Background: an optimization exercise with open tools, aiming at small area. Do not read the settings as production practice. RTL that was checked went through simulation tests only; none was proved equivalent to the original. No functional check of the RTL was part of runs 1 and 3. Power figures rest on the tool's default switching activity, not on a simulated workload.

<file path="config.mk">
export PLATFORM = sky130hd
export DESIGN_NAME = regfile_sb
export DESIGN_NICKNAME = regfile_sb
export VERILOG_FILES = /design/flow/design.v
export SDC_FILE = /design/flow/constraint.sdc
export NUM_CORES = 4
export LEC_CHECK = 0
export CAP_MARGIN = 20
export CORE_MARGIN = 2
export CORE_UTILIZATION = 65
export CTS_BUF_LIST = sky130_fd_sc_hd__clkbuf_8 sky130_fd_sc_hd__clkbuf_4
export PLACE_DENSITY = 0.75
export SLEW_MARGIN = 20
export SYNTH_HIERARCHICAL = 1
export SYNTH_MINIMUM_KEEP_SIZE = 0
</file>
<file path="constraint.sdc">
create_clock -name core_clock -period 8.0 [get_ports {clk_i}]
set_input_delay 1.6000 -clock core_clock [delete_from_list [all_inputs] [get_ports {clk_i}]]
set_output_delay 1.6000 -clock core_clock [all_outputs]
set_load 0.01 [all_outputs]
</file>
<file path="design.v">
module regfile_sb #(
  parameter int XLEN     = 32,
  parameter int NREGS    = 32,
  parameter int NRD      = 2,
  parameter int ZERO_REG = 1,
  parameter int BYPASS   = 1,
  parameter int AW       = $clog2(NREGS)
) (
  input  logic                 clk_i,
  input  logic                 reset_i,
  input  logic                 wen_i,
  input  logic [AW-1:0]        rd_idx_i,
  input  logic [XLEN-1:0]      rd_data_i,
  input  logic                 reserve_i,
  input  logic [AW-1:0]        reserve_idx_i,
  input  logic                 flush_i,
  input  logic [NRD*AW-1:0]    rs_idx_i,
  output logic [NRD*XLEN-1:0]  rs_data_o,
  output logic [NRD-1:0]       rs_busy_o,
  output logic [NREGS-1:0]     busy_o
);
  logic [XLEN-1:0]  data_r [1:NREGS-1];
  logic [NREGS-1:1] valid_r;
  logic [NREGS-1:1] busy_r;
  logic [NREGS-1:1] wdec_s;
  logic [NREGS-1:1] rdec_s;
  always_comb begin
    for (int i = 1; i < NREGS; i++) begin
      wdec_s[i] = wen_i && (rd_idx_i == AW'(i));
      rdec_s[i] = reserve_i && (reserve_idx_i == AW'(i));
    end
  end
  always_ff @(posedge clk_i) begin
    for (int i = 1; i < NREGS; i++) begin
      if (wdec_s[i]) data_r[i] <= rd_data_i;
    end
  end
  always_ff @(posedge clk_i or negedge reset_i) begin
    if (!reset_i) begin
      valid_r <= '0;
    end else begin
      valid_r <= valid_r | wdec_s;
    end
  end
  always_ff @(posedge clk_i or negedge reset_i) begin
    if (!reset_i) begin
      busy_r <= '0;
    end else begin
      busy_r <= {(NREGS-1){!flush_i}} & ((busy_r & ~wdec_s) | rdec_s);
    end
  end
  for (genvar k = 0; k < NRD; k++) begin : g_rd
    logic [AW-1:0]    idx_s;
    logic             byp_s;
    logic             bsel_s;
    logic [NREGS-1:1] sel_s;
    assign idx_s  = rs_idx_i[k*AW +: AW];
    assign byp_s  = wen_i && (rd_idx_i == idx_s) && (idx_s != '0);
    assign bsel_s = reset_i && byp_s;
    always_comb begin
      for (int i = 1; i < NREGS; i++)
        sel_s[i] = reset_i && !byp_s && valid_r[i] && (idx_s == AW'(i));
    end
    for (genvar b = 0; b < XLEN; b++) begin : g_bit
      logic [NREGS-1:0] col_s;
      for (genvar i = 1; i < NREGS; i++) begin : g_col
        assign col_s[i] = data_r[i][b];
      end
      assign col_s[0] = rd_data_i[b];
      regfile_sb_aor32 u_mux (
        .sel_i ({sel_s, bsel_s}),
        .dat_i (col_s),
        .y_o   (rs_data_o[k*XLEN + b])
      );
    end
    logic bsy_s;
    always_comb begin
      bsy_s = 1'b0;
      for (int i = 1; i < NREGS; i++)
        bsy_s = bsy_s | (reset_i && !byp_s && (idx_s == AW'(i)) && busy_r[i]);
    end
    assign rs_busy_o[k] = bsy_s;
  end
  assign busy_o = {busy_r, 1'b0};
endmodule
module regfile_sb_aor32 (
  input  logic [31:0] sel_i,
  input  logic [31:0] dat_i,
  output logic        y_o
);
  logic [10:0] n_s;
  for (genvar g = 0; g < 10; g++) begin : g_aoi
    regfile_sb_aoi222 u_aoi (
      .a_i (sel_i[3*g +: 3]),
      .b_i (dat_i[3*g +: 3]),
      .y_o (n_s[g])
    );
  end
  regfile_sb_aoi22 u_aoi_last (
    .a_i (sel_i[31:30]),
    .b_i (dat_i[31:30]),
    .y_o (n_s[10])
  );
  logic [2:0] o_s;
  regfile_sb_nand4 u_n0 (.a_i(n_s[3:0]),           .y_o(o_s[0]));
  regfile_sb_nand4 u_n1 (.a_i(n_s[7:4]),           .y_o(o_s[1]));
  regfile_sb_nand3 u_n2 (.a_i(n_s[10:8]),          .y_o(o_s[2]));
  regfile_sb_or3   u_o  (.a_i(o_s),                .y_o(y_o));
endmodule
module regfile_sb_aoi222 (
  input  logic [2:0] a_i,
  input  logic [2:0] b_i,
  output logic       y_o
);
  assign y_o = !((a_i[0] && b_i[0]) || (a_i[1] && b_i[1]) || (a_i[2] && b_i[2]));
endmodule
module regfile_sb_aoi22 (
  input  logic [1:0] a_i,
  input  logic [1:0] b_i,
  output logic       y_o
);
  assign y_o = !((a_i[0] && b_i[0]) || (a_i[1] && b_i[1]));
endmodule
module regfile_sb_nand4 (
  input  logic [3:0] a_i,
  output logic       y_o
);
  assign y_o = !(&a_i);
endmodule
module regfile_sb_nand3 (
  input  logic [2:0] a_i,
  output logic       y_o
);
  assign y_o = !(&a_i);
endmodule
module regfile_sb_or3 (
  input  logic [2:0] a_i,
  output logic       y_o
);
  assign y_o = |a_i;
endmodule
</file>
<file path="run.sh">
#!/bin/bash
# synth_recipe.tcl (not shown) runs the flow's synth.tcl, then flattens the netlist and writes it again
# the make line also repeats each setting of config.mk as NAME=value (left out here)
make -C /OpenROAD-flow-scripts/flow DESIGN_CONFIG=/design/flow/config.mk WORK_HOME=/design/flow/orfs CLKGATE_MAP_FILE= SYNTH_SCRIPT=/design/flow/synth_recipe.tcl finish
</file>
==> flow_results.xml, run 1 <==
<?xml version="1.0" encoding="UTF-8"?>
<metrics>
  <group name="run_status">
    <metric name="run_status" unit="">timing/DRC/antenna clean</metric>
  </group>
  <group name="clocking">
    <metric name="cts.reportedPaths.clkPinSlew" unit="ns">0.05</metric>
    <metric name="cts_inserted_buffers" unit="">162</metric>
    <metric name="cts_repair_resize_count" unit="">0</metric>
    <metric name="clk_latency" unit="ns">0.82</metric>
    <metric name="max-clock-path-buffers" unit="">3</metric>
    <metric name="post_cts_hold_buffers" unit="">0</metric>
    <metric name="clock-sinks" unit="">1054</metric>
    <metric name="cts_post_setup_buffers_inserted" unit="">0</metric>
    <metric name="cts-root-buf" unit="">sky130_fd_sc_hd__clkbuf_8</metric>
    <metric name="cts_htree_levels" unit="">4</metric>
    <metric name="cts_tree" unit="">yes</metric>
  </group>
  <group name="timing">
    <metric name="slew_violations" unit="">0</metric>
    <metric name="rsz0062_at_grt" unit="">no</metric>
    <metric name="setup_viol" unit="">0</metric>
    <metric name="worst_slew_margin_rel" unit="%">16.5</metric>
    <metric name="min_period_over_period" unit="%">96.3</metric>
    <metric name="fmax" unit="GHz">0.130</metric>
    <metric name="totalNegativeSetupSlack" unit="ns">0</metric>
    <metric name="final_worst_path_period_need" unit="ns">7.71</metric>
    <metric name="timing.clock.skew" unit="ns">0</metric>
    <metric name="final-hold-violation-count" unit="">0</metric>
    <metric name="worst_slew_pin_slew" unit="ns">1.25</metric>
  </group>
  <group name="critical_path">
    <metric name="reg2reg_slack" unit="ns">7.01</metric>
    <metric name="crit_family" unit="">buffers and inverters</metric>
    <metric name="timing.critical_path.to_type" unit="">output pin</metric>
    <metric name="critical_path_required" unit="ns">6.40</metric>
    <metric name="startpoint" unit="">rs_idx_i[0]</metric>
    <metric name="rr_endpoint" unit="">busy_r[20]$_DFF_PN0_</metric>
    <metric name="crit_path_depth" unit="">11</metric>
    <metric name="register_to_register_path_depth" unit="">2</metric>
    <metric name="worst_path_max_delay_cell" unit="">sky130_fd_sc_hd__clkdlybuf4s50_1</metric>
    <metric name="worst-setup-path-type" unit="">input port to output pin</metric>
    <metric name="cp-endpoint" unit="">rs_data_o[13]</metric>
    <metric name="critical_path.n_buffers_inverters" unit="">3</metric>
    <metric name="worst_ep_arrival_time" unit="ns">6.11</metric>
    <metric name="critPathMaxStageDelay" unit="ns">0.71</metric>
    <metric name="critical_path.cell_chain" unit="">clkdlybuf4s50_1 -&gt; xnor2_1 -&gt; nand4_1 -&gt; o211ai_1 -&gt; nor3_1 -&gt; and3_1 -&gt; buf_4 -&gt; a222oi_1 -&gt; nand4_1 -&gt; or3_1 -&gt; clkdlybuf4s50_1</metric>
    <metric name="critical_path.reg2reg.startpoint" unit="">busy_r[20]$_DFF_PN0_</metric>
    <metric name="critical_path_peak_fanout" unit="">19</metric>
    <metric name="worst_setup_path_start_kind" unit="">input port</metric>
  </group>
  <group name="routing">
    <metric name="via_per_inst" unit="">8.77</metric>
    <metric name="num_vias" unit="">34200</metric>
    <metric name="initialDrtViolationCount" unit="">10000</metric>
    <metric name="avgRoutedWirePerCell" unit="um">42.0</metric>
    <metric name="route.final.wire_length" unit="mm">163</metric>
    <metric name="drc_errors" unit="">0</metric>
    <metric name="first_pass_iteration_count_of_the_detailed_router" unit="">17</metric>
    <metric name="ant_nets" unit="">0</metric>
  </group>
  <group name="finish">
    <metric name="share_of_final_layout_standard_cells_stronger_than_drive_strength_1" unit="%">17.6</metric>
    <metric name="post_layout_nonfiller_instances" unit="">3896</metric>
    <metric name="layout.filler_cells" unit="">3773</metric>
    <metric name="final_net_count" unit="">2964</metric>
    <metric name="finalInstanceArea" unit="um2">49700</metric>
    <metric name="syn_to_final_growth" unit="%">16.7</metric>
  </group>
  <group name="synth">
    <metric name="yosys_register_bits" unit="">1054</metric>
    <metric name="netlist_instances" unit="">2457</metric>
    <metric name="synth-xor-area-share" unit="%">0.164</metric>
    <metric name="sequential_cell_area_fraction_in_the_yosys_report" unit="%">73.5</metric>
    <metric name="synthesis_warnings" unit="">8</metric>
    <metric name="synth-simple-area-share" unit="%">7.14</metric>
    <metric name="netlist_area" unit="um2">42600</metric>
    <metric name="post_synth.cell_area_avg" unit="um2">17.4</metric>
    <metric name="post_synthesis_compound_gate_area_fraction" unit="%">18.3</metric>
    <metric name="largest_family_of_logic_cells_by_synthesized_area" unit="">compound AO/OA/AOI/OAI gates</metric>
    <metric name="synth-adder-area-share" unit="%">0</metric>
    <metric name="share_of_flip_flops_with_an_asynchronous_set_or_reset_after_synthesis" unit="%">5.88</metric>
    <metric name="netlist-cell-type-count" unit="">62</metric>
    <metric name="number_of_enable_type_register_cells_in_the_synthesized_netlist" unit="">992</metric>
    <metric name="postSynth.topFlopCell" unit="">sky130_fd_sc_hd__edfxtp_1</metric>
    <metric name="post_synth_mux_area_share" unit="%">0.323</metric>
  </group>
  <group name="die">
    <metric name="design.die.area" unit="um2">67700</metric>
    <metric name="start_util" unit="%">65.9</metric>
    <metric name="num_io_pins" unit="">155</metric>
    <metric name="core-area" unit="um2">64700</metric>
    <metric name="die_h" unit="um">260</metric>
    <metric name="die_width" unit="um">260</metric>
    <metric name="placementRows" unit="">93</metric>
  </group>
  <group name="pwr">
    <metric name="power.density_cell_area" unit="nW/um2">225</metric>
    <metric name="power_frac_seq" unit="%">55.4</metric>
    <metric name="max-vdd-ir-drop" unit="mV">0.210</metric>
    <metric name="power_leakage" unit="nW">16.3</metric>
    <metric name="pwr-share-clk" unit="%">38.8</metric>
    <metric name="internal-power" unit="mW">8.59</metric>
    <metric name="p_sw" unit="mW">2.61</metric>
    <metric name="p_sw_share" unit="%">23.3</metric>
    <metric name="power.share.combinational" unit="%">5.8</metric>
  </group>
  <group name="global_routing">
    <metric name="grt_max_degree" unit="">69</metric>
    <metric name="wire_length_of_the_first_global_routing_pass" unit="mm">229</metric>
    <metric name="antenna_found_initial" unit="">17</metric>
    <metric name="grt_pass1_vias" unit="">32700</metric>
    <metric name="grt-ovfl-total" unit="">0</metric>
    <metric name="grt.total_usage" unit="%">48.1</metric>
  </group>
  <group name="worst_hold_path">
    <metric name="hold_class" unit="">flip-flop to flip-flop</metric>
  </group>
  <group name="job">
    <metric name="drv.max_cap_violation_count" unit="">0</metric>
  </group>
  <group name="placed_design">
    <metric name="hpwlAfterDp" unit="mm">98.9</metric>
    <metric name="placer_s_final_routability_congestion_estimate" unit="">1.03</metric>
    <metric name="numPlacedInstances" unit="">3596</metric>
    <metric name="portBuffers" unit="">153</metric>
    <metric name="post_placement_cell_area" unit="um2">46600</metric>
  </group>
</metrics>
## synthesized netlist by cell type, types with 11 or more instances
cell type                  instances  area (um2)
sky130_fd_sc_hd__a222oi_1        640        6410
sky130_fd_sc_hd__nor2_1           57         214
sky130_fd_sc_hd__a22oi_1          19         143
sky130_fd_sc_hd__inv_1            24        90.1
sky130_fd_sc_hd__and3_1           64         400
sky130_fd_sc_hd__clkbuf_1         12        45.0
sky130_fd_sc_hd__or2_2            14        87.6
sky130_fd_sc_hd__dfrtp_1          62        1550
sky130_fd_sc_hd__nand2_1          40         150
sky130_fd_sc_hd__edfxtp_1        992       29800
sky130_fd_sc_hd__nor3_1           11        55.1
sky130_fd_sc_hd__o21ai_0          23         115
sky130_fd_sc_hd__nor2b_1          17         106
sky130_fd_sc_hd__nand2b_1         27         169
sky130_fd_sc_hd__nand3_1          80         400
sky130_fd_sc_hd__a22oi_2          64         801
sky130_fd_sc_hd__a21oi_1          16        80.1
sky130_fd_sc_hd__or3_1            64         400
sky130_fd_sc_hd__nand4_1         135         845
## cells by family (layout without fill, tap and decap cells)
logic type	after synthesis	in the layout
muxes	13	13
and+or+nand+nor	534	534
buffers and inverters	54	634
DFF	1054	1054
xor gates and xnor gates	8	8
other	1	5
AOI/OAI and AO/OA	793	793
## placed cells by master (no fill, tap or decap), types with 55 or more instances in the layout
| master | netlist | layout |
|---|---|---|
| sky130_fd_sc_hd__edfxtp_1 | 992 | 992 |
| sky130_fd_sc_hd__a222oi_1 | 640 | 640 |
| sky130_fd_sc_hd__clkbuf_8 | 0 | 164 |
| sky130_fd_sc_hd__buf_4 | 4 | 146 |
| sky130_fd_sc_hd__clkdlybuf4s50_1 | 0 | 145 |
| sky130_fd_sc_hd__nand4_1 | 135 | 135 |
| sky130_fd_sc_hd__nand3_1 | 80 | 80 |
| sky130_fd_sc_hd__a22oi_2 | 64 | 64 |
| sky130_fd_sc_hd__or3_1 | 64 | 64 |
| sky130_fd_sc_hd__dfrtp_1 | 62 | 62 |
| sky130_fd_sc_hd__clkinv_1 | 0 | 61 |
| sky130_fd_sc_hd__and3_1 | 64 | 55 |
## per-stage QoR
| stage | power, mW | setup WS (ns) | util (%) | hold WS, ns |
|---|---|---|---|---|
| 6_report | 11.2 | 0.295 | 76.9 | 0.480 |
| 4_1_cts | 11.1 | 0.503 | 76.8 | 0.475 |
| 5_1_grt | 11.4 | 0.249 | 76.9 | 0.499 |
| 2_1_floorplan | 6.51 | 1.76 | - | 0.440 |
| 3_3_place_gp | 6.90 | 0.519 | 72.1 | 0.459 |
| 3_5_place_dp | 6.92 | 0.507 | 72.1 | 0.458 |
## registers in the layout, summed over array words and instances (netlist names)
register  cells
busy_r       31
valid_r      31
data_r      992
## routing by layer
| metal | share of wire, % | wire length [um] | GRT usage [%] | vias to the layer above |
|---|---|---|---|---|
| li1 | - | - | - | 12800 |
| met1 | 31 | 51200 | 63.6 | 16300 |
| met2 | 42 | 69300 | 69.3 | 4128 |
| met3 | 20 | 32500 | 20.7 | 922 |
| met4 | 6.3 | 10300 | 22.7 | 14 |
| met5 | 0.054 | 88 | 0 | - |
## worst min-delay path by stage
stage / end / start / depth (start not counted) / slack (ns)
after floorplan: valid_r[10]$_DFF_PN0_ / valid_r[10]$_DFF_PN0_ / 1 / 0.44
after global placement: valid_r[14]$_DFF_PN0_ / valid_r[14]$_DFF_PN0_ / 1 / 0.46
after detailed placement: valid_r[14]$_DFF_PN0_ / valid_r[14]$_DFF_PN0_ / 1 / 0.46
after CTS: valid_r[14]$_DFF_PN0_ / valid_r[14]$_DFF_PN0_ / 1 / 0.48
after global routing: valid_r[18]$_DFF_PN0_ / valid_r[18]$_DFF_PN0_ / 1 / 0.50
final: valid_r[29]$_DFF_PN0_ / valid_r[29]$_DFF_PN0_ / 1 / 0.48
## Yosys stat by module, one instance, submodules excluded, excerpt
module | cell area (um2) | cells | copies in the design
regfile_sb | 33900 | 1497 | 1
regfile_sb_aoi22 | 12.5 | 1 | 64
regfile_sb_aoi222 | 10.0 | 1 | 640
regfile_sb_nand4 | 6.26 | 1 | 128
regfile_sb_or3 | 6.26 | 1 | 64
regfile_sb_nand3 | 5.00 | 1 | 64
## cell type report
type / count / area (um2) / share of cell area, %
Antenna cell: 4 / 10.0 / 0.0201
Clock buffer: 216 / 2650 / 5.32
Inverter: 24 / 90.1 / 0.181
Tap cell: 855 / 1070 / 2.15
Timing Repair Buffer: 316 / 2940 / 5.92
Clock inverter: 78 / 449 / 0.903
Sequential cell: 1054 / 31300 / 63.0
Multi-Input combinational cell: 1349 / 11200 / 22.5
## power by group through the flow
stage	registers (mW)	clock network (mW)	logic, mW
2_1_floorplan	6.29	0	0.222
3_3_place_gp	6.30	0	0.598
3_5_place_dp	6.31	0	0.609
4_1_cts	6.20	4.33	0.612
5_1_grt	6.20	4.56	0.654
6_report	6.20	4.35	0.647
==> run 2: changes to the inputs <==
--- a/design.v
+++ b/design.v
@@ -90,3 +90,3 @@
 );
-  logic [10:0] n_s;
+  logic [11:0] n_s;
   for (genvar g = 0; g < 10; g++) begin : g_aoi
@@ -98,12 +98,9 @@
   end
-  regfile_sb_aoi22 u_aoi_last (
-    .a_i (sel_i[31:30]),
-    .b_i (dat_i[31:30]),
-    .y_o (n_s[10])
-  );
+  regfile_sb_nand2 u_n30 (.a_i({sel_i[30], dat_i[30]}), .y_o(n_s[10]));
+  regfile_sb_nand2 u_n31 (.a_i({sel_i[31], dat_i[31]}), .y_o(n_s[11]));
   logic [2:0] o_s;
-  regfile_sb_nand4 u_n0 (.a_i(n_s[3:0]),           .y_o(o_s[0]));
-  regfile_sb_nand4 u_n1 (.a_i(n_s[7:4]),           .y_o(o_s[1]));
-  regfile_sb_nand3 u_n2 (.a_i(n_s[10:8]),          .y_o(o_s[2]));
-  regfile_sb_or3   u_o  (.a_i(o_s),                .y_o(y_o));
+  regfile_sb_nand4 u_n0 (.a_i(n_s[3:0]),  .y_o(o_s[0]));
+  regfile_sb_nand4 u_n1 (.a_i(n_s[7:4]),  .y_o(o_s[1]));
+  regfile_sb_nand4 u_n2 (.a_i(n_s[11:8]), .y_o(o_s[2]));
+  regfile_sb_or3   u_o  (.a_i(o_s),       .y_o(y_o));
 endmodule
@@ -116,11 +113,4 @@
 endmodule
-module regfile_sb_aoi22 (
+module regfile_sb_nand2 (
   input  logic [1:0] a_i,
-  input  logic [1:0] b_i,
-  output logic       y_o
-);
-  assign y_o = !((a_i[0] && b_i[0]) || (a_i[1] && b_i[1]));
-endmodule
-module regfile_sb_nand4 (
-  input  logic [3:0] a_i,
   output logic       y_o
@@ -129,4 +119,4 @@
 endmodule
-module regfile_sb_nand3 (
-  input  logic [2:0] a_i,
+module regfile_sb_nand4 (
+  input  logic [3:0] a_i,
   output logic       y_o
==> flow/run.sh (new file) <==
#!/bin/bash
set -o pipefail
eval "$(sed -n 's/^export \(CTS_BUF_LIST\|CTS_CLUSTER_SIZE\|CTS_CLUSTER_DIAMETER\) *= *\(.*\)$/\1="\2"/p' config.mk)"
grep -E "CTS_|MARGIN|UTIL" config.mk > cts_settings.log 2>&1
export BUFFER_PORTS_ARGS="-buffer_cell sky130_fd_sc_hd__buf_1"
export CTS_ARGS="-sink_clustering_enable -repair_clock_nets -dont_use_dummy_load -buf_list {${CTS_BUF_LIST}} -sink_clustering_size ${CTS_CLUSTER_SIZE} -sink_clustering_max_diameter ${CTS_CLUSTER_DIAMETER}"
echo "CTS_ARGS=$CTS_ARGS" >> cts_settings.log
bash standard.sh > standard_flow.log 2>&1
==> standard.sh (new file) <==
#!/bin/bash
# synth_recipe.tcl (not shown) runs the flow's synth.tcl, then flattens the netlist and writes it again
# the make line also repeats each setting of config.mk as NAME=value (left out here)
make -C /OpenROAD-flow-scripts/flow DESIGN_CONFIG=/design/flow/config.mk WORK_HOME=/design/flow/orfs CLKGATE_MAP_FILE= SYNTH_SCRIPT=/design/flow/synth_recipe.tcl "${@:-finish}"
--- a/config.mk
+++ b/config.mk
@@ -7,8 +7,9 @@
 export LEC_CHECK = 0
-export CAP_MARGIN = 20
+export CAP_MARGIN = 10
 export CORE_MARGIN = 2
-export CORE_UTILIZATION = 65
-export CTS_BUF_LIST = sky130_fd_sc_hd__clkbuf_8 sky130_fd_sc_hd__clkbuf_4
-export PLACE_DENSITY = 0.75
-export SLEW_MARGIN = 20
+export CORE_UTILIZATION = 50
+export CTS_BUF_LIST = sky130_fd_sc_hd__clkbuf_8
+export CTS_CLUSTER_DIAMETER = 50
+export CTS_CLUSTER_SIZE = 16
+export SLEW_MARGIN = 10
 export SYNTH_HIERARCHICAL = 1
removed: run.sh
==> run 2 against run 1 <==
Net effect:
- core utilization shrank 21 points
- sequential cell count is the same
- final area shrank 6.0%
- clock power shrank 31%
- synthesized cell count grew 2.6%
- count of clock-buffer cells in the layout shrank 102
- combinational power shrank 15%
- worst hold slack lost 0.0049 ns
- synthesized area shrank 0.56%
- power shrank 13%
- register-to-register slack gained 0.07 ns
- critical endpoint unchanged
- largest power group unchanged
- highest routed layer unchanged
==> flow_results.xml, run 2 <==
<?xml version="1.0" encoding="UTF-8"?>
<metrics>
  <group name="clocking">
    <metric name="clock-sinks" unit="">1054</metric>
    <metric name="cts_htree_levels" unit="">3</metric>
    <metric name="cts-root-buf" unit="">sky130_fd_sc_hd__clkbuf_8</metric>
    <metric name="cts_inserted_buffers" unit="">114</metric>
    <metric name="cts_tree" unit="">yes</metric>
    <metric name="cts_post_setup_buffers_inserted" unit="">0</metric>
    <metric name="clk_latency" unit="ns">0.68</metric>
    <metric name="cts_repair_resize_count" unit="">0</metric>
    <metric name="max-clock-path-buffers" unit="">3</metric>
    <metric name="post_cts_hold_buffers" unit="">0</metric>
    <metric name="cts.reportedPaths.clkPinSlew" unit="ns">0.06</metric>
  </group>
  <group name="synth">
    <metric name="post_synth.cell_area_avg" unit="um2">16.8</metric>
    <metric name="yosys_register_bits" unit="">1054</metric>
    <metric name="netlist-cell-type-count" unit="">61</metric>
    <metric name="sequential_cell_area_fraction_in_the_yosys_report" unit="%">73.9</metric>
    <metric name="cell_types_with_the_largest_area_share_after_synthesis" unit="">sky130_fd_sc_hd__edfxtp_1 (70%), sky130_fd_sc_hd__a222oi_1 (15%), sky130_fd_sc_hd__dfrtp_1 (3.7%)</metric>
    <metric name="netlist_area" unit="um2">42400</metric>
    <metric name="netlist_instances" unit="">2521</metric>
    <metric name="synthesis_warnings" unit="">8</metric>
    <metric name="netlist.area_leader.share" unit="%">70.3</metric>
    <metric name="number_of_enable_type_register_cells_in_the_synthesized_netlist" unit="">992</metric>
    <metric name="most_common_library_cells_after_synthesis" unit="">sky130_fd_sc_hd__edfxtp_1 (992), sky130_fd_sc_hd__a222oi_1 (640), sky130_fd_sc_hd__nand4_1 (199)</metric>
    <metric name="synth_area_leader_cell" unit="">sky130_fd_sc_hd__edfxtp_1</metric>
    <metric name="yosys.cell_count.top_type" unit="">sky130_fd_sc_hd__edfxtp_1</metric>
    <metric name="postSynth.topFlopCell" unit="">sky130_fd_sc_hd__edfxtp_1</metric>
    <metric name="share_of_flip_flops_with_an_asynchronous_set_or_reset_after_synthesis" unit="%">5.88</metric>
  </group>
  <group name="placed_design">
    <metric name="portBuffers" unit="">153</metric>
    <metric name="post_placement_cell_area" unit="um2">45100</metric>
    <metric name="hpwlAfterDp" unit="mm">89.2</metric>
    <metric name="placer_s_final_routability_congestion_estimate" unit="">0.988</metric>
  </group>
  <group name="critical_path">
    <metric name="critPathMaxStageDelay" unit="ns">0.63</metric>
    <metric name="critical_path.cell_chain" unit="">buf_1 -&gt; xnor2_1 -&gt; nand4_1 -&gt; o211ai_1 -&gt; nor3_1 -&gt; and3_2 -&gt; buf_4 -&gt; a222oi_1 -&gt; nand4_1 -&gt; or3_1 -&gt; buf_1</metric>
    <metric name="worst-setup-path-type" unit="">input port to output pin</metric>
    <metric name="worst_ep_arrival_time" unit="ns">5.52</metric>
    <metric name="worst_setup_path_start_kind" unit="">input port</metric>
    <metric name="critical_path_peak_fanout" unit="">17</metric>
    <metric name="critical_path_required" unit="ns">6.40</metric>
    <metric name="timing.critical_path.to_type" unit="">output pin</metric>
    <metric name="reg2reg_slack" unit="ns">7.08</metric>
    <metric name="critical_path.n_buffers_inverters" unit="">3</metric>
    <metric name="crit_family" unit="">simple AND/OR/NAND/NOR gates</metric>
    <metric name="worst_path_max_delay_cell" unit="">sky130_fd_sc_hd__buf_1</metric>
  </group>
  <group name="timing">
    <metric name="final_worst_path_period_need" unit="ns">7.12</metric>
    <metric name="rsz0062_at_grt" unit="">no</metric>
    <metric name="timing.clock.skew" unit="ns">0</metric>
    <metric name="final-hold-violation-count" unit="">0</metric>
    <metric name="slew_violations" unit="">0</metric>
    <metric name="fmax" unit="GHz">0.140</metric>
    <metric name="totalNegativeSetupSlack" unit="ns">0</metric>
    <metric name="setup_viol" unit="">0</metric>
    <metric name="min_period_over_period" unit="%">89.0</metric>
    <metric name="worst_slew_margin_rel" unit="%">15.8</metric>
    <metric name="worst_slew_pin_slew" unit="ns">1.26</metric>
  </group>
  <group name="global_routing">
    <metric name="grt_pass1_vias" unit="">30900</metric>
    <metric name="grtUsageMet2" unit="%">54.1</metric>
    <metric name="antenna_found_initial" unit="">12</metric>
    <metric name="busiest_layer" unit="">met2</metric>
    <metric name="grt_max_degree" unit="">40</metric>
    <metric name="use_met3" unit="%">13.7</metric>
    <metric name="wire_length_of_the_first_global_routing_pass" unit="mm">221</metric>
    <metric name="grtUsageMet1" unit="%">47.4</metric>
    <metric name="grt-ovfl-total" unit="">0</metric>
    <metric name="grt.total_usage" unit="%">36.0</metric>
  </group>
  <group name="finish">
    <metric name="final_net_count" unit="">2915</metric>
    <metric name="mostFrequentLayoutCells" unit="">sky130_fd_sc_hd__edfxtp_1 (992), sky130_fd_sc_hd__a222oi_1 (640), sky130_fd_sc_hd__nand4_1 (199), sky130_fd_sc_hd__nand2_1 (168), sky130_fd_sc_hd__buf_1 (150)</metric>
    <metric name="share_of_final_layout_standard_cells_stronger_than_drive_strength_1" unit="%">10.7</metric>
    <metric name="most_common_library_cell_in_the_layout_ignoring_fill_and_taps" unit="">sky130_fd_sc_hd__edfxtp_1</metric>
    <metric name="finalInstanceArea" unit="um2">46700</metric>
    <metric name="number_of_flip_flops_in_the_largest_register" unit="">992</metric>
    <metric name="syn_to_final_growth" unit="%">10.2</metric>
    <metric name="biggestRegsByFlops" unit="">data_r x992, busy_r x31, valid_r x31</metric>
    <metric name="registers.top_by_ff_count" unit="">data_r</metric>
  </group>
  <group name="worst_hold_path">
    <metric name="hold_class" unit="">flip-flop to flip-flop</metric>
  </group>
  <group name="die">
    <metric name="start_util" unit="%">50.6</metric>
    <metric name="die_width" unit="um">295</metric>
    <metric name="core-area" unit="um2">83800</metric>
    <metric name="placementRows" unit="">106</metric>
    <metric name="design.die.area" unit="um2">87100</metric>
    <metric name="die_h" unit="um">295</metric>
    <metric name="num_io_pins" unit="">155</metric>
  </group>
  <group name="routing">
    <metric name="initialDrtViolationCount" unit="">7592</metric>
    <metric name="route.final.wire_length" unit="mm">160</metric>
    <metric name="num_vias" unit="">31900</metric>
    <metric name="via_per_inst" unit="">7.97</metric>
    <metric name="avgRoutedWirePerCell" unit="um">40.1</metric>
    <metric name="drc_errors" unit="">0</metric>
    <metric name="first_pass_iteration_count_of_the_detailed_router" unit="">12</metric>
    <metric name="ant_nets" unit="">0</metric>
  </group>
  <group name="pwr">
    <metric name="max-vdd-ir-drop" unit="mV">0.130</metric>
    <metric name="power.density_cell_area" unit="nW/um2">209</metric>
    <metric name="power_leakage" unit="nW">14.7</metric>
  </group>
  <group name="job">
    <metric name="drv.max_cap_violation_count" unit="">0</metric>
  </group>
  <group name="run_status">
    <metric name="run_status" unit="">timing/DRC/antenna clean</metric>
  </group>
</metrics>
run 2: per-module statistics from Yosys (local to each module, per instance), excerpt:
module             cell area (um2)  flops+latches
regfile_sb                   33900           1054
regfile_sb_aoi222             10.0              0
regfile_sb_nand4              6.26              0
regfile_sb_or3                6.26              0
regfile_sb_nand2              3.75              0
run 2: worst reg2reg max path, stage by stage, from the launching register on:
cell	delay, ns
sky130_fd_sc_hd__dfrtp_1	0.47
sky130_fd_sc_hd__a22oi_1	0.26
sky130_fd_sc_hd__nor2_1	0.06
run 2: worst paths after layout:
kind,endpoint,depth (start not counted),from
max in group asynchronous,valid_r[13]$_DFF_PN0_,2,reset_i
setup reg to reg,busy_r[14]$_DFF_PN0_,2,busy_r[14]$_DFF_PN0_
setup / recovery,rs_data_o[13],11,rs_idx_i[2]
hold reg to reg,valid_r[28]$_DFF_PN0_,1,valid_r[28]$_DFF_PN0_
min in group asynchronous,valid_r[5]$_DFF_PN0_,2,reset_i
hold / removal,valid_r[28]$_DFF_PN0_,1,valid_r[28]$_DFF_PN0_
run 2: logic make-up (layout without fill, tap and decap cells):
| logic type | after synthesis | after routing | share of synthesized area, % |
|---|---|---|---|
| muxes | 13 | 13 | 0.325 |
| other | 1 | 9 | 0.00884 |
| and+or+nand+nor | 662 | 662 | 8.50 |
| xor gates and xnor gates | 8 | 8 | 0.165 |
| DFF | 1054 | 1054 | 73.9 |
| AOI/OAI and AO/OA | 729 | 729 | 16.5 |
| buffers and inverters | 54 | 389 | 0.558 |
run 2: power by group:
group          switching [mW]  internal [mW]
registers              0.0622           6.13
logic                   0.409          0.141
clock network            1.75           1.25
total                    2.23           7.52
run 2: layer usage:
metal / share of wire [%] / routed length, um
met5: 0.024 / 38
met4: 4.2 / 6780
met3: 17 / 27100
met2: 44 / 70600
met1: 35 / 56000
run 2: cell type report:
type / instances / area [um2]
diodes: 8 / 20.0
clock buffers: 114 / 1570
fillers: 6687 / 37100
inverters: 24 / 90.1
multi-input cells: 1413 / 11000
flip-flops and latches: 1054 / 31300
well taps: 1134 / 1420
repair buffers: 251 / 1310
run 2: through the flow:
stage	hold slack (ns)	worst slack, ns	utilization [%]	power [mW]	instances
2_1_floorplan	0.440	2.37	-	6.50	2521
3_3_place_gp	0.458	1.18	53.9	6.82	3876
3_5_place_dp	0.458	1.10	53.9	6.83	3876
4_1_cts	0.475	1.09	55.7	9.74	3990
5_1_grt	0.507	0.688	55.7	10.0	3993
6_report	0.475	0.882	55.8	9.75	3998
==> run 3: changes to the inputs <==
--- a/design.v
+++ b/design.v
@@ -26,7 +26,25 @@
   logic [NREGS-1:1] rdec_s;
+  logic [NREGS-1:1] valid_d_s;
+  logic [NREGS-1:1] busy_d_s;
+  logic [3:0] wlo_s, rlo_n_s;
+  logic [7:0] whi_s, rhi_n_s;
+  logic [NREGS-1:1] wdec_n_s;
+  logic [NREGS-1:1] bz_s;
   always_comb begin
-    for (int i = 1; i < NREGS; i++) begin
-      wdec_s[i] = wen_i && (rd_idx_i == AW'(i));
-      rdec_s[i] = reserve_i && (reserve_idx_i == AW'(i));
-    end
+    for (int a = 0; a < 4; a++) begin
+      wlo_s[a]   = (rd_idx_i[1:0] == 2'(a));
+      rlo_n_s[a] = !(reserve_idx_i[1:0] == 2'(a));
+    end
+    for (int b = 0; b < 8; b++) begin
+      whi_s[b]   = wen_i && (rd_idx_i[4:2] == 3'(b));
+      rhi_n_s[b] = !(reserve_i && (reserve_idx_i[4:2] == 3'(b)));
+    end
+  end
+  for (genvar i = 1; i < NREGS; i++) begin : g_wr
+    regfile_sb_nand2 u_wdn  (.a_i({wlo_s[i%4], whi_s[i/4]}),     .y_o(wdec_n_s[i]));
+    regfile_sb_inv   u_wd   (.a_i(wdec_n_s[i]),                   .y_o(wdec_s[i]));
+    regfile_sb_nor2  u_rdec (.a_i({rlo_n_s[i%4], rhi_n_s[i/4]}), .y_o(rdec_s[i]));
+    regfile_sb_or2   u_vnxt (.a_i({valid_r[i], wdec_s[i]}),       .y_o(valid_d_s[i]));
+    regfile_sb_aoi21 u_bz   (.a_i({busy_r[i], wdec_n_s[i]}), .b_i(rdec_s[i]), .y_o(bz_s[i]));
+    regfile_sb_nor2  u_bnxt (.a_i({flush_i, bz_s[i]}),                        .y_o(busy_d_s[i]));
   end
@@ -40,11 +58,6 @@
       valid_r <= '0;
+      busy_r  <= '0;
     end else begin
-      valid_r <= valid_r | wdec_s;
-    end
-  end
-  always_ff @(posedge clk_i or negedge reset_i) begin
-    if (!reset_i) begin
-      busy_r <= '0;
-    end else begin
-      busy_r <= {(NREGS-1){!flush_i}} & ((busy_r & ~wdec_s) | rdec_s);
+      valid_r <= valid_d_s;
+      busy_r  <= busy_d_s;
     end
@@ -55,2 +68,4 @@
     logic             bsel_s;
+    logic [3:0]       lo_s;
+    logic [7:0]       hi_s;
     logic [NREGS-1:1] sel_s;
@@ -60,4 +75,11 @@
     always_comb begin
-      for (int i = 1; i < NREGS; i++)
-        sel_s[i] = reset_i && !byp_s && valid_r[i] && (idx_s == AW'(i));
+      for (int a = 0; a < 4; a++)
+        lo_s[a] = (idx_s[1:0] == 2'(a));
+      for (int b = 0; b < 8; b++)
+        hi_s[b] = reset_i && !byp_s && (idx_s[4:2] == 3'(b));
+    end
+    logic [NREGS-1:1] sel_n_s;
+    for (genvar i = 1; i < NREGS; i++) begin : g_sel
+      regfile_sb_nand3 u_seln (.a_i({lo_s[i%4], hi_s[i/4], valid_r[i]}), .y_o(sel_n_s[i]));
+      regfile_sb_inv   u_sel  (.a_i(sel_n_s[i]),                          .y_o(sel_s[i]));
     end
@@ -75,9 +97,9 @@
     end
-    logic bsy_s;
-    always_comb begin
-      bsy_s = 1'b0;
-      for (int i = 1; i < NREGS; i++)
-        bsy_s = bsy_s | (reset_i && !byp_s && (idx_s == AW'(i)) && busy_r[i]);
-    end
-    assign rs_busy_o[k] = bsy_s;
+    logic [NREGS-1:0] bv_s;
+    logic [7:0]       grp_s;
+    assign bv_s = {busy_r, 1'b0};
+    for (genvar b = 0; b < 8; b++) begin : g_bgrp
+      regfile_sb_aor4 u_g (.sel_i(lo_s), .dat_i(bv_s[4*b +: 4]), .y_o(grp_s[b]));
+    end
+    regfile_sb_aor8 u_bsy (.sel_i(hi_s), .dat_i(grp_s), .y_o(rs_busy_o[k]));
   end
@@ -131 +153,54 @@
 endmodule
+module regfile_sb_aor4 (
+  input  logic [3:0] sel_i,
+  input  logic [3:0] dat_i,
+  output logic       y_o
+);
+  logic [1:0] n_s;
+  regfile_sb_aoi222 u_a0 (.a_i(sel_i[2:0]), .b_i(dat_i[2:0]), .y_o(n_s[0]));
+  regfile_sb_nand2  u_a1 (.a_i({sel_i[3], dat_i[3]}),         .y_o(n_s[1]));
+  regfile_sb_nand2  u_n  (.a_i(n_s),                          .y_o(y_o));
+endmodule
+module regfile_sb_aor8 (
+  input  logic [7:0] sel_i,
+  input  logic [7:0] dat_i,
+  output logic       y_o
+);
+  logic [3:0] n_s;
+  regfile_sb_aoi222 u_a0 (.a_i(sel_i[2:0]), .b_i(dat_i[2:0]), .y_o(n_s[0]));
+  regfile_sb_aoi222 u_a1 (.a_i(sel_i[5:3]), .b_i(dat_i[5:3]), .y_o(n_s[1]));
+  regfile_sb_nand2  u_a2 (.a_i({sel_i[6], dat_i[6]}),         .y_o(n_s[2]));
+  regfile_sb_nand2  u_a3 (.a_i({sel_i[7], dat_i[7]}),         .y_o(n_s[3]));
+  regfile_sb_nand4  u_n  (.a_i(n_s),                          .y_o(y_o));
+endmodule
+module regfile_sb_nor2 (
+  input  logic [1:0] a_i,
+  output logic       y_o
+);
+  assign y_o = !(|a_i);
+endmodule
+module regfile_sb_or2 (
+  input  logic [1:0] a_i,
+  output logic       y_o
+);
+  assign y_o = |a_i;
+endmodule
+module regfile_sb_inv (
+  input  logic a_i,
+  output logic y_o
+);
+  assign y_o = !a_i;
+endmodule
+module regfile_sb_aoi21 (
+  input  logic [1:0] a_i,
+  input  logic       b_i,
+  output logic       y_o
+);
+  assign y_o = !((a_i[0] && a_i[1]) || b_i);
+endmodule
+module regfile_sb_nand3 (
+  input  logic [2:0] a_i,
+  output logic       y_o
+);
+  assign y_o = !(&a_i);
+endmodule
--- a/config.mk
+++ b/config.mk
@@ -7,3 +7,3 @@
 export LEC_CHECK = 0
-export CAP_MARGIN = 10
+export CAP_MARGIN = 20
 export CORE_MARGIN = 2
@@ -11,5 +11,5 @@
 export CTS_BUF_LIST = sky130_fd_sc_hd__clkbuf_8
-export CTS_CLUSTER_DIAMETER = 50
+export CTS_CLUSTER_DIAMETER = 100
 export CTS_CLUSTER_SIZE = 16
-export SLEW_MARGIN = 10
+export SLEW_MARGIN = 20
 export SYNTH_HIERARCHICAL = 1
==> run 3 against run 2 <==
Net effect:
- sequential power hardly changed
- clock skew unchanged
- critical endpoint is now rs_data_o[3]
- largest power group unchanged
- still clean
- synthesized area is 0.30% lower
- largest cell class unchanged
==> flow_results.xml, run 3 <==
<?xml version="1.0" encoding="UTF-8"?>
<metrics>
  <group name="run_status">
    <metric name="run_status" unit="">timing/DRC/antenna clean</metric>
  </group>
  <group name="routing">
    <metric name="initialDrtViolationCount" unit="">8180</metric>
    <metric name="ant_nets" unit="">0</metric>
    <metric name="avgRoutedWirePerCell" unit="um">41.5</metric>
    <metric name="route.final.wire_length" unit="mm">170</metric>
    <metric name="first_pass_iteration_count_of_the_detailed_router" unit="">14</metric>
    <metric name="num_vias" unit="">33200</metric>
    <metric name="via_per_inst" unit="">8.11</metric>
    <metric name="drc_errors" unit="">0</metric>
  </group>
  <group name="critical_path">
    <metric name="worst_setup_path_start_kind" unit="">input port</metric>
    <metric name="worst-setup-path-type" unit="">input port to output pin</metric>
    <metric name="timing.critical_path.to_type" unit="">output pin</metric>
    <metric name="critical_path.reg2reg.startpoint" unit="">valid_r[14]$_DFF_PN0_</metric>
    <metric name="register_to_register_path_depth" unit="">1</metric>
    <metric name="worst_ep_arrival_time" unit="ns">5.30</metric>
    <metric name="critical_path_peak_fanout" unit="">13</metric>
    <metric name="critical_path_required" unit="ns">6.40</metric>
    <metric name="rr_endpoint" unit="">valid_r[14]$_DFF_PN0_</metric>
    <metric name="reg2reg_slack" unit="ns">7.20</metric>
  </group>
  <group name="timing">
    <metric name="worst_slew_margin_rel" unit="%">14.2</metric>
    <metric name="setup_viol" unit="">0</metric>
    <metric name="final-hold-violation-count" unit="">0</metric>
    <metric name="fmax" unit="GHz">0.145</metric>
    <metric name="timing.clock.skew" unit="ns">0</metric>
    <metric name="rsz0062_at_grt" unit="">no</metric>
    <metric name="slew_violations" unit="">0</metric>
    <metric name="totalNegativeSetupSlack" unit="ns">0</metric>
    <metric name="worst_slew_pin_slew" unit="ns">1.28</metric>
    <metric name="min_period_over_period" unit="%">86.2</metric>
    <metric name="final_worst_path_period_need" unit="ns">6.90</metric>
  </group>
  <group name="pwr">
    <metric name="internal-power" unit="mW">7.11</metric>
    <metric name="power_frac_seq" unit="%">67.0</metric>
    <metric name="power_leakage" unit="nW">15.3</metric>
    <metric name="pwr-share-clk" unit="%">27.4</metric>
    <metric name="power.density_cell_area" unit="nW/um2">198</metric>
    <metric name="power.total" unit="mW">9.24</metric>
    <metric name="p_sw" unit="mW">2.13</metric>
    <metric name="p_sw_share" unit="%">23.1</metric>
    <metric name="power.share.combinational" unit="%">5.6</metric>
    <metric name="max-vdd-ir-drop" unit="mV">0.123</metric>
  </group>
  <group name="clocking">
    <metric name="cts_post_setup_buffers_inserted" unit="">0</metric>
    <metric name="clock-sinks" unit="">1054</metric>
    <metric name="cts_tree" unit="">yes</metric>
    <metric name="post_cts_hold_buffers" unit="">0</metric>
    <metric name="cts-root-buf" unit="">sky130_fd_sc_hd__clkbuf_8</metric>
    <metric name="cts.reportedPaths.clkPinSlew" unit="ns">0.11</metric>
    <metric name="cts_inserted_buffers" unit="">75</metric>
    <metric name="cts_repair_resize_count" unit="">0</metric>
    <metric name="max-clock-path-buffers" unit="">3</metric>
    <metric name="cts_htree_levels" unit="">3</metric>
    <metric name="clk_latency" unit="ns">0.76</metric>
  </group>
  <group name="synth">
    <metric name="netlist-cell-type-count" unit="">35</metric>
    <metric name="post_synth.cell_area_avg" unit="um2">16.6</metric>
    <metric name="netlist_area" unit="um2">42300</metric>
    <metric name="sequential_cell_area_fraction_in_the_yosys_report" unit="%">74.1</metric>
    <metric name="synthesis_warnings" unit="">8</metric>
    <metric name="yosys_register_bits" unit="">1054</metric>
    <metric name="postSynth.topFlopCell" unit="">sky130_fd_sc_hd__edfxtp_1</metric>
    <metric name="cell_types_with_the_largest_area_share_after_synthesis" unit="">sky130_fd_sc_hd__edfxtp_1 (70%), sky130_fd_sc_hd__a222oi_1 (16%), sky130_fd_sc_hd__dfrtp_1 (3.7%)</metric>
    <metric name="most_common_library_cells_after_synthesis" unit="">sky130_fd_sc_hd__edfxtp_1 (992), sky130_fd_sc_hd__a222oi_1 (660), sky130_fd_sc_hd__nand2_1 (204)</metric>
    <metric name="yosys.cell_count.top_type" unit="">sky130_fd_sc_hd__edfxtp_1</metric>
    <metric name="netlist_instances" unit="">2545</metric>
    <metric name="number_of_enable_type_register_cells_in_the_synthesized_netlist" unit="">992</metric>
    <metric name="synth_area_leader_cell" unit="">sky130_fd_sc_hd__edfxtp_1</metric>
    <metric name="netlist.area_leader.share" unit="%">70.5</metric>
    <metric name="share_of_flip_flops_with_an_asynchronous_set_or_reset_after_synthesis" unit="%">5.88</metric>
  </group>
  <group name="global_routing">
    <metric name="grt_max_degree" unit="">43</metric>
    <metric name="grt_pass1_vias" unit="">32600</metric>
    <metric name="grtUsageMet1" unit="%">47.8</metric>
    <metric name="wire_length_of_the_first_global_routing_pass" unit="mm">235</metric>
    <metric name="grt.total_usage" unit="%">38.5</metric>
    <metric name="busiest_layer" unit="">met2</metric>
    <metric name="use_met3" unit="%">13.3</metric>
    <metric name="grt-ovfl-total" unit="">0</metric>
    <metric name="antenna_found_initial" unit="">5</metric>
    <metric name="grtUsageMet2" unit="%">58.8</metric>
  </group>
  <group name="die">
    <metric name="core-area" unit="um2">83700</metric>
    <metric name="num_io_pins" unit="">155</metric>
    <metric name="die_width" unit="um">295</metric>
    <metric name="placementRows" unit="">106</metric>
    <metric name="start_util" unit="%">50.5</metric>
    <metric name="die_h" unit="um">295</metric>
    <metric name="design.die.area" unit="um2">86900</metric>
  </group>
  <group name="placed_design">
    <metric name="hpwlAfterDp" unit="mm">97.9</metric>
    <metric name="numPlacedInstances" unit="">4002</metric>
    <metric name="post_placement_cell_area" unit="um2">45700</metric>
    <metric name="placer_s_final_routability_congestion_estimate" unit="">0.926</metric>
    <metric name="portBuffers" unit="">153</metric>
  </group>
  <group name="finish">
    <metric name="layout.filler_cells" unit="">6672</metric>
    <metric name="registers.top_by_ff_count" unit="">data_r</metric>
    <metric name="most_common_library_cell_in_the_layout_ignoring_fill_and_taps" unit="">sky130_fd_sc_hd__edfxtp_1</metric>
    <metric name="register_area" unit="um2">31300</metric>
    <metric name="mostFrequentLayoutCells" unit="">sky130_fd_sc_hd__edfxtp_1 (992), sky130_fd_sc_hd__a222oi_1 (660), sky130_fd_sc_hd__nand2_1 (204), sky130_fd_sc_hd__nand4_1 (195), sky130_fd_sc_hd__buf_4 (160)</metric>
    <metric name="number_of_flip_flops_in_the_largest_register" unit="">992</metric>
    <metric name="finalInstanceArea" unit="um2">46800</metric>
    <metric name="multi_input_area" unit="um2">10500</metric>
    <metric name="final_net_count" unit="">3002</metric>
    <metric name="syn_to_final_growth" unit="%">10.6</metric>
    <metric name="share_of_final_layout_standard_cells_stronger_than_drive_strength_1" unit="%">11.1</metric>
    <metric name="post_layout_nonfiller_instances" unit="">4087</metric>
    <metric name="biggestRegsByFlops" unit="">data_r x992, busy_r x31, valid_r x31</metric>
  </group>
  <group name="worst_hold_path">
    <metric name="hp-start" unit="">valid_r[9]$_DFF_PN0_</metric>
    <metric name="hold_class" unit="">flip-flop to flip-flop</metric>
    <metric name="min_delay_path_depth" unit="">1</metric>
    <metric name="min_to" unit="">valid_r[9]$_DFF_PN0_</metric>
  </group>
  <group name="job">
    <metric name="drv.max_cap_violation_count" unit="">0</metric>
  </group>
</metrics>
run 3: cell types whose count changed in the layout (fill, tap and decap cells not counted), sizes merged, moves of 23 or more:
cell and change:
and3 -61, nand2 +36, o21ai -23, buf +71
inv +77, clkbuf -36, nand3 +54
run 3: kinds of logic (layout without fill, tap and decap cells):
family	after synthesis	after routing	synth area share (%)
flops	1054	1054	74.1
compound gates	702	702	16.5
simple gates	679	679	8.28
buf+inv	102	498	0.938
xor+xnor	7	7	0.145
other cells	1	13	0.00887
run 3: power by group through the flow:
| stage | Clock, mW | Sequential (mW) | Combinational, mW |
|---|---|---|---|
| 2_1_floorplan | 0 | 6.29 | 0.201 |
| 3_3_place_gp | 0 | 6.31 | 0.484 |
| 3_5_place_dp | 0 | 6.31 | 0.495 |
| 4_1_cts | 2.54 | 6.18 | 0.496 |
| 5_1_grt | 2.71 | 6.20 | 0.533 |
| 6_report | 2.54 | 6.19 | 0.516 |
run 3: per-layer routing:
metal / vias up / share of wire (%)
li1: 12600 / -
met1: 16400 / 33
met2: 3388 / 45
met3: 721 / 16
met4: 4 / 6.2
met5: - / 0.036
run 3: worst max path at each step:
stage               cells past startpoint   startpoint       endpoint  slack, ns
global placement                       13  rs_idx_i[8]  rs_data_o[59]       1.26
CTS                                    10      reset_i  rs_data_o[51]       1.32
finish                                 11  rs_idx_i[0]   rs_data_o[3]       1.10
floorplan                               9  rs_idx_i[3]   rs_data_o[0]       2.51
global route                           11      reset_i  rs_data_o[13]       1.05
detailed placement                     10      reset_i  rs_data_o[51]       1.32
run 3: stage by stage:
step	setup WS (ns)	util (%)	hold slack, ns
after floorplan	2.51	-	0.458
after global placement	1.26	54.6	0.473
after detailed placement	1.32	54.6	0.482
after CTS	1.32	55.8	0.508
after global routing	1.05	55.9	0.522
final	1.10	55.9	0.508
run 3: worst max-delay path: stages:
cell and delay, ns:
sky130_fd_sc_hd__buf_1 0.25, sky130_fd_sc_hd__nor2b_1 1.04, sky130_fd_sc_hd__buf_4 0.38, sky130_fd_sc_hd__nand3_1 0.10, sky130_fd_sc_hd__inv_1 0.72, sky130_fd_sc_hd__buf_4 0.40, sky130_fd_sc_hd__buf_4 0.18, sky130_fd_sc_hd__a222oi_1 0.09
sky130_fd_sc_hd__nand4_1 0.16, sky130_fd_sc_hd__or3_1 0.16, sky130_fd_sc_hd__buf_1 0.19
run 3: modules after synthesis (local to each module, per instance), excerpt:
| module | flip-flops and latches | times used | area, um2 |
|---|---|---|---|
| regfile_sb_or3 | 0 | 64 | 6.26 |
| regfile_sb_nand2 | 0 | 195 | 3.75 |
| regfile_sb_or2 | 0 | 31 | 6.26 |
| regfile_sb_aoi21 | 0 | 31 | 8.76 |
| regfile_sb_inv | 0 | 93 | 3.75 |
| regfile_sb_aoi222 | 0 | 660 | 10.0 |
| regfile_sb_nand3 | 0 | 62 | 5.00 |
| regfile_sb_nor2 | 0 | 62 | 3.75 |
| regfile_sb | 1054 | 1 | 32000 |
| regfile_sb_nand4 | 0 | 194 | 6.26 |
run 3: area by class of cell:
type,instances,area share (%)
timing repair buffer,325,4.33
sequential,1054,67.0
clock buffer,75,2.21
inverter,98,0.803
multi-input combinational,1391,22.6
tap,1134,3.03
antenna,10,0.0535
==> run 4: changes to the inputs <==
--- a/design.v
+++ b/design.v
@@ -80,6 +80,4 @@
     end
-    logic [NREGS-1:1] sel_n_s;
     for (genvar i = 1; i < NREGS; i++) begin : g_sel
-      regfile_sb_nand3 u_seln (.a_i({lo_s[i%4], hi_s[i/4], valid_r[i]}), .y_o(sel_n_s[i]));
-      regfile_sb_inv   u_sel  (.a_i(sel_n_s[i]),                          .y_o(sel_s[i]));
+      regfile_sb_and3 u_sel (.a_i({lo_s[i%4], hi_s[i/4], valid_r[i]}), .y_o(sel_s[i]));
     end
@@ -187,2 +185,8 @@
 endmodule
+module regfile_sb_and3 (
+  input  logic [2:0] a_i,
+  output logic       y_o
+);
+  assign y_o = &a_i;
+endmodule
 module regfile_sb_inv (
@@ -200,7 +204 @@
 endmodule
-module regfile_sb_nand3 (
-  input  logic [2:0] a_i,
-  output logic       y_o
-);
-  assign y_o = !(&a_i);
-endmodule
--- a/config.mk
+++ b/config.mk
@@ -9,3 +9,3 @@
 export CORE_MARGIN = 2
-export CORE_UTILIZATION = 50
+export CORE_UTILIZATION = 40
 export CTS_BUF_LIST = sky130_fd_sc_hd__clkbuf_8
==> run 4 against run 3 <==
Net effect:
- final cell count increased by 4.0%
- register-to-register slack barely moved
- via count is 2.8% lower
- maximum frequency grew 0.19%
- clock power is essentially flat
- sequential cell count is the same
- final area barely moved
- die area up 24%
- sequential share of layout area about the same
- non-clock buffer count shrank 31
- critical path type unchanged
==> flow_results.xml, run 4 <==
<?xml version="1.0" encoding="UTF-8"?>
<metrics>
  <group name="run_status">
    <metric name="run_status" unit="">timing/DRC/antenna clean</metric>
  </group>
  <group name="clocking">
    <metric name="cts_repair_resize_count" unit="">0</metric>
    <metric name="cts_htree_levels" unit="">3</metric>
    <metric name="max-clock-path-buffers" unit="">3</metric>
    <metric name="cts_inserted_buffers" unit="">77</metric>
    <metric name="cts-root-buf" unit="">sky130_fd_sc_hd__clkbuf_8</metric>
    <metric name="cts_post_setup_buffers_inserted" unit="">0</metric>
    <metric name="cts_tree" unit="">yes</metric>
    <metric name="clk_latency" unit="ns">0.65</metric>
    <metric name="clock-sinks" unit="">1054</metric>
    <metric name="post_cts_hold_buffers" unit="">0</metric>
    <metric name="cts.reportedPaths.clkPinSlew" unit="ns">0.06</metric>
  </group>
  <group name="job">
    <metric name="drv.max_cap_violation_count" unit="">0</metric>
  </group>
  <group name="routing">
    <metric name="first_pass_iteration_count_of_the_detailed_router" unit="">14</metric>
    <metric name="ant_nets" unit="">0</metric>
    <metric name="via_per_inst" unit="">7.58</metric>
    <metric name="initialDrtViolationCount" unit="">8534</metric>
    <metric name="route.final.wire_length" unit="mm">162</metric>
    <metric name="drc_errors" unit="">0</metric>
    <metric name="avgRoutedWirePerCell" unit="um">38.0</metric>
    <metric name="num_vias" unit="">32200</metric>
  </group>
  <group name="finish">
    <metric name="mostFrequentLayoutCells" unit="">sky130_fd_sc_hd__edfxtp_1 (992), sky130_fd_sc_hd__a222oi_1 (660), sky130_fd_sc_hd__nand2_1 (204), sky130_fd_sc_hd__nand4_1 (195), sky130_fd_sc_hd__buf_1 (149)</metric>
    <metric name="post_layout_nonfiller_instances" unit="">4249</metric>
    <metric name="share_of_final_layout_standard_cells_stronger_than_drive_strength_1" unit="%">12.2</metric>
    <metric name="syn_to_final_growth" unit="%">11.0</metric>
    <metric name="registers.top_by_ff_count" unit="">data_r</metric>
    <metric name="final_net_count" unit="">2911</metric>
    <metric name="number_of_flip_flops_in_the_largest_register" unit="">992</metric>
    <metric name="most_common_library_cell_in_the_layout_ignoring_fill_and_taps" unit="">sky130_fd_sc_hd__edfxtp_1</metric>
    <metric name="biggestRegsByFlops" unit="">data_r x992, busy_r x31, valid_r x31</metric>
  </group>
  <group name="timing">
    <metric name="worst_slew_margin_rel" unit="%">16.6</metric>
    <metric name="final_worst_path_period_need" unit="ns">6.88</metric>
    <metric name="slew_violations" unit="">0</metric>
    <metric name="final-hold-violation-count" unit="">0</metric>
    <metric name="setup_viol" unit="">0</metric>
    <metric name="rsz0062_at_grt" unit="">no</metric>
    <metric name="timing.clock.skew" unit="ns">0</metric>
    <metric name="worst_slew_pin_slew" unit="ns">1.25</metric>
    <metric name="totalNegativeSetupSlack" unit="ns">0</metric>
    <metric name="min_period_over_period" unit="%">86.1</metric>
    <metric name="fmax" unit="GHz">0.145</metric>
  </group>
  <group name="placed_design">
    <metric name="hpwlAfterDp" unit="mm">97.3</metric>
    <metric name="portBuffers" unit="">153</metric>
    <metric name="numPlacedInstances" unit="">4165</metric>
    <metric name="placer_s_final_routability_congestion_estimate" unit="">0.924</metric>
  </group>
  <group name="synth">
    <metric name="netlist_instances" unit="">2483</metric>
    <metric name="sequential_cell_area_fraction_in_the_yosys_report" unit="%">74.4</metric>
    <metric name="netlist_area" unit="um2">42100</metric>
    <metric name="share_of_flip_flops_with_an_asynchronous_set_or_reset_after_synthesis" unit="%">5.88</metric>
    <metric name="synthesis_warnings" unit="">8</metric>
    <metric name="post_synth.cell_area_avg" unit="um2">17.0</metric>
    <metric name="netlist.area_leader.share" unit="%">70.7</metric>
    <metric name="yosys.cell_count.top_type" unit="">sky130_fd_sc_hd__edfxtp_1</metric>
    <metric name="postSynth.topFlopCell" unit="">sky130_fd_sc_hd__edfxtp_1</metric>
    <metric name="most_common_library_cells_after_synthesis" unit="">sky130_fd_sc_hd__edfxtp_1 (992), sky130_fd_sc_hd__a222oi_1 (660), sky130_fd_sc_hd__nand2_1 (204)</metric>
    <metric name="netlist-cell-type-count" unit="">35</metric>
    <metric name="cell_types_with_the_largest_area_share_after_synthesis" unit="">sky130_fd_sc_hd__edfxtp_1 (71%), sky130_fd_sc_hd__a222oi_1 (16%), sky130_fd_sc_hd__dfrtp_1 (3.7%)</metric>
    <metric name="number_of_enable_type_register_cells_in_the_synthesized_netlist" unit="">992</metric>
    <metric name="synth_area_leader_cell" unit="">sky130_fd_sc_hd__edfxtp_1</metric>
    <metric name="yosys_register_bits" unit="">1054</metric>
  </group>
  <group name="die">
    <metric name="die_width" unit="um">328</metric>
    <metric name="start_util" unit="%">40.2</metric>
    <metric name="die_h" unit="um">328</metric>
    <metric name="core-area" unit="um2">105000</metric>
    <metric name="design.die.area" unit="um2">108000</metric>
    <metric name="placementRows" unit="">119</metric>
    <metric name="num_io_pins" unit="">155</metric>
  </group>
  <group name="critical_path">
    <metric name="critical_path_required" unit="ns">6.40</metric>
    <metric name="critical_path_peak_fanout" unit="">32</metric>
    <metric name="worst_setup_path_start_kind" unit="">input port</metric>
    <metric name="worst_ep_arrival_time" unit="ns">5.28</metric>
    <metric name="timing.critical_path.to_type" unit="">output pin</metric>
    <metric name="worst-setup-path-type" unit="">input port to output pin</metric>
  </group>
  <group name="worst_hold_path">
    <metric name="hold_class" unit="">flip-flop to flip-flop</metric>
  </group>
  <group name="pwr">
    <metric name="power_leakage" unit="nW">14.8</metric>
    <metric name="max-vdd-ir-drop" unit="mV">0.119</metric>
    <metric name="power.density_cell_area" unit="nW/um2">198</metric>
  </group>
  <group name="global_routing">
    <metric name="wire_length_of_the_first_global_routing_pass" unit="mm">225</metric>
    <metric name="grt.total_usage" unit="%">29.1</metric>
    <metric name="grt_max_degree" unit="">34</metric>
    <metric name="grt-ovfl-total" unit="">0</metric>
    <metric name="antenna_found_initial" unit="">8</metric>
    <metric name="grt_pass1_vias" unit="">31500</metric>
  </group>
</metrics>
## run 4: cells by family after synthesis
kind of cell / Yosys count / synth area share, %
simple gates: 679 / 8.50
other cells: 1 / 0.00890
xor+xnor: 7 / 0.146
compound gates: 702 / 16.5
buf+inv: 40 / 0.389
flops: 1054 / 74.4
## run 4: layer usage
| layer | wire [um] | vias up | track usage [%] | part of all wire (%) |
|---|---|---|---|---|
| li1 | - | 12400 | - | - |
| met1 | 55000 | 16000 | 36.1 | 34 |
| met2 | 75000 | 3101 | 46.5 | 46 |
| met3 | 22400 | 660 | 7.62 | 14 |
| met4 | 9110 | 4 | 15.7 | 5.6 |
| met5 | 24 | - | 0 | 0.015 |
## run 4: worst paths after layout
path | from | to | slack [ns] | cells past startpoint
setup / recovery | rs_idx_i[8] | rs_data_o[62] | 1.12 | 10
hold / removal | valid_r[16]$_DFF_PN0_ | valid_r[16]$_DFF_PN0_ | 0.49 | 1
setup reg to reg | valid_r[5]$_DFF_PN0_ | valid_r[5]$_DFF_PN0_ | 7.21 | 1
hold reg to reg | valid_r[16]$_DFF_PN0_ | valid_r[16]$_DFF_PN0_ | 0.49 | 1
max in group asynchronous | reset_i | busy_r[5]$_DFF_PN0_ | 6.21 | 2
min in group asynchronous | reset_i | busy_r[25]$_DFF_PN0_ | 0.88 | 1
## run 4: final cells by class
cell class                      instances  area (um2)
Fill cell                            9159       58100
Inverter                               36         139
Sequential cell                      1054       31300
Timing Repair Buffer                  294        1750
Clock buffer                           77        1060
Tap cell                             1391        1740
Antenna cell                            6        15.0
Multi-Input combinational cell       1391       10700
## run 4: report_power, final
part / internal (mW) / switching [mW] / total, mW / leakage, nW
Clock: 0.866 / 1.68 / 2.54 / 0.554
Combinational: 0.137 / 0.379 / 0.516 / 4.50
Sequential: 6.13 / 0.0564 / 6.18 / 9.72
Total: 7.13 / 2.11 / 9.24 / 14.8
## run 4: worst max-delay path: stages
cell and delay [ns]:
sky130_fd_sc_hd__buf_1 0.28, sky130_fd_sc_hd__xor2_1 0.21, sky130_fd_sc_hd__nor4_1 0.09, sky130_fd_sc_hd__and3_1 0.27, sky130_fd_sc_hd__nor3_1 0.66, sky130_fd_sc_hd__and3_2 1.13, sky130_fd_sc_hd__a222oi_1 0.31, sky130_fd_sc_hd__nand4_1 0.29
sky130_fd_sc_hd__or3_1 0.23, sky130_fd_sc_hd__buf_1 0.18
## run 4: metrics by stage
step | util (%) | setup slack (ns) | power (mW) | instance area (um2) | hold WS [ns]
floorplan | - | 2.49 | 6.49 | 42100 | 0.440
global placement | 43.5 | 1.36 | 6.78 | 45600 | 0.454
detailed placement | 43.5 | 1.32 | 6.80 | 45600 | 0.462
CTS | 44.5 | 1.31 | 9.23 | 46700 | 0.479
global route | 44.6 | 1.04 | 9.46 | 46700 | 0.499
finish | 44.6 | 1.12 | 9.24 | 46700 | 0.492
## run 4: Yosys stat by module, one instance, submodules excluded, excerpt
module / copies in the design / flip-flops and latches / cells inside
regfile_sb: 1 / 1054 / 1153
regfile_sb_aoi222: 660 / 0 / 1
regfile_sb_aoi21: 31 / 0 / 1
regfile_sb_and3: 62 / 0 / 1
regfile_sb_nand4: 194 / 0 / 1
regfile_sb_or2: 31 / 0 / 1
regfile_sb_or3: 64 / 0 / 1
regfile_sb_inv: 31 / 0 / 1
regfile_sb_nand2: 195 / 0 / 1
regfile_sb_nor2: 62 / 0 / 1

==> port drivers added, routing unchanged <==
Ports are ideal in the flow. The routed layouts listed here were re-timed in OpenROAD. Step 1: set_driving_cell puts a clkbuf_16 on clk_i and a buf_2 on each other input, an assumption about the parent block. Step 2, shift: input delay + t, output delay - t, t = (earliest + latest rising clock arrival at the registers) / 2. This alone moves slack from input paths to output paths. a / b / c = ideal ports / drivers / drivers and shift; a / b = the first two.
run	t (ns)	setup slack, ns	worst hold slack (ns)	worst register clock-pin slew, ns	worst data-port slew with drivers (ns)
run 1	0.893	0.295 / 0.264 / 0.264	0.480 / 0.480 / 0.480	0.07 / 0.07	0.08
run 2	0.798	0.882 / 0.855 / 0.855	0.475 / 0.475 / 0.475	0.10 / 0.10	0.04
run 3	0.767	1.102 / 1.081 / 1.081	0.508 / 0.508 / 0.508	0.12 / 0.12	0.05
run 4	0.783	1.115 / 1.090 / 1.090	0.492 / 0.492 / 0.492	0.11 / 0.11	0.13
After both steps setup and hold are still met in every run listed. For run 1, which loses most, drivers alone change the setup slack by -0.031 ns; drivers and shift together by -0.031 ns.
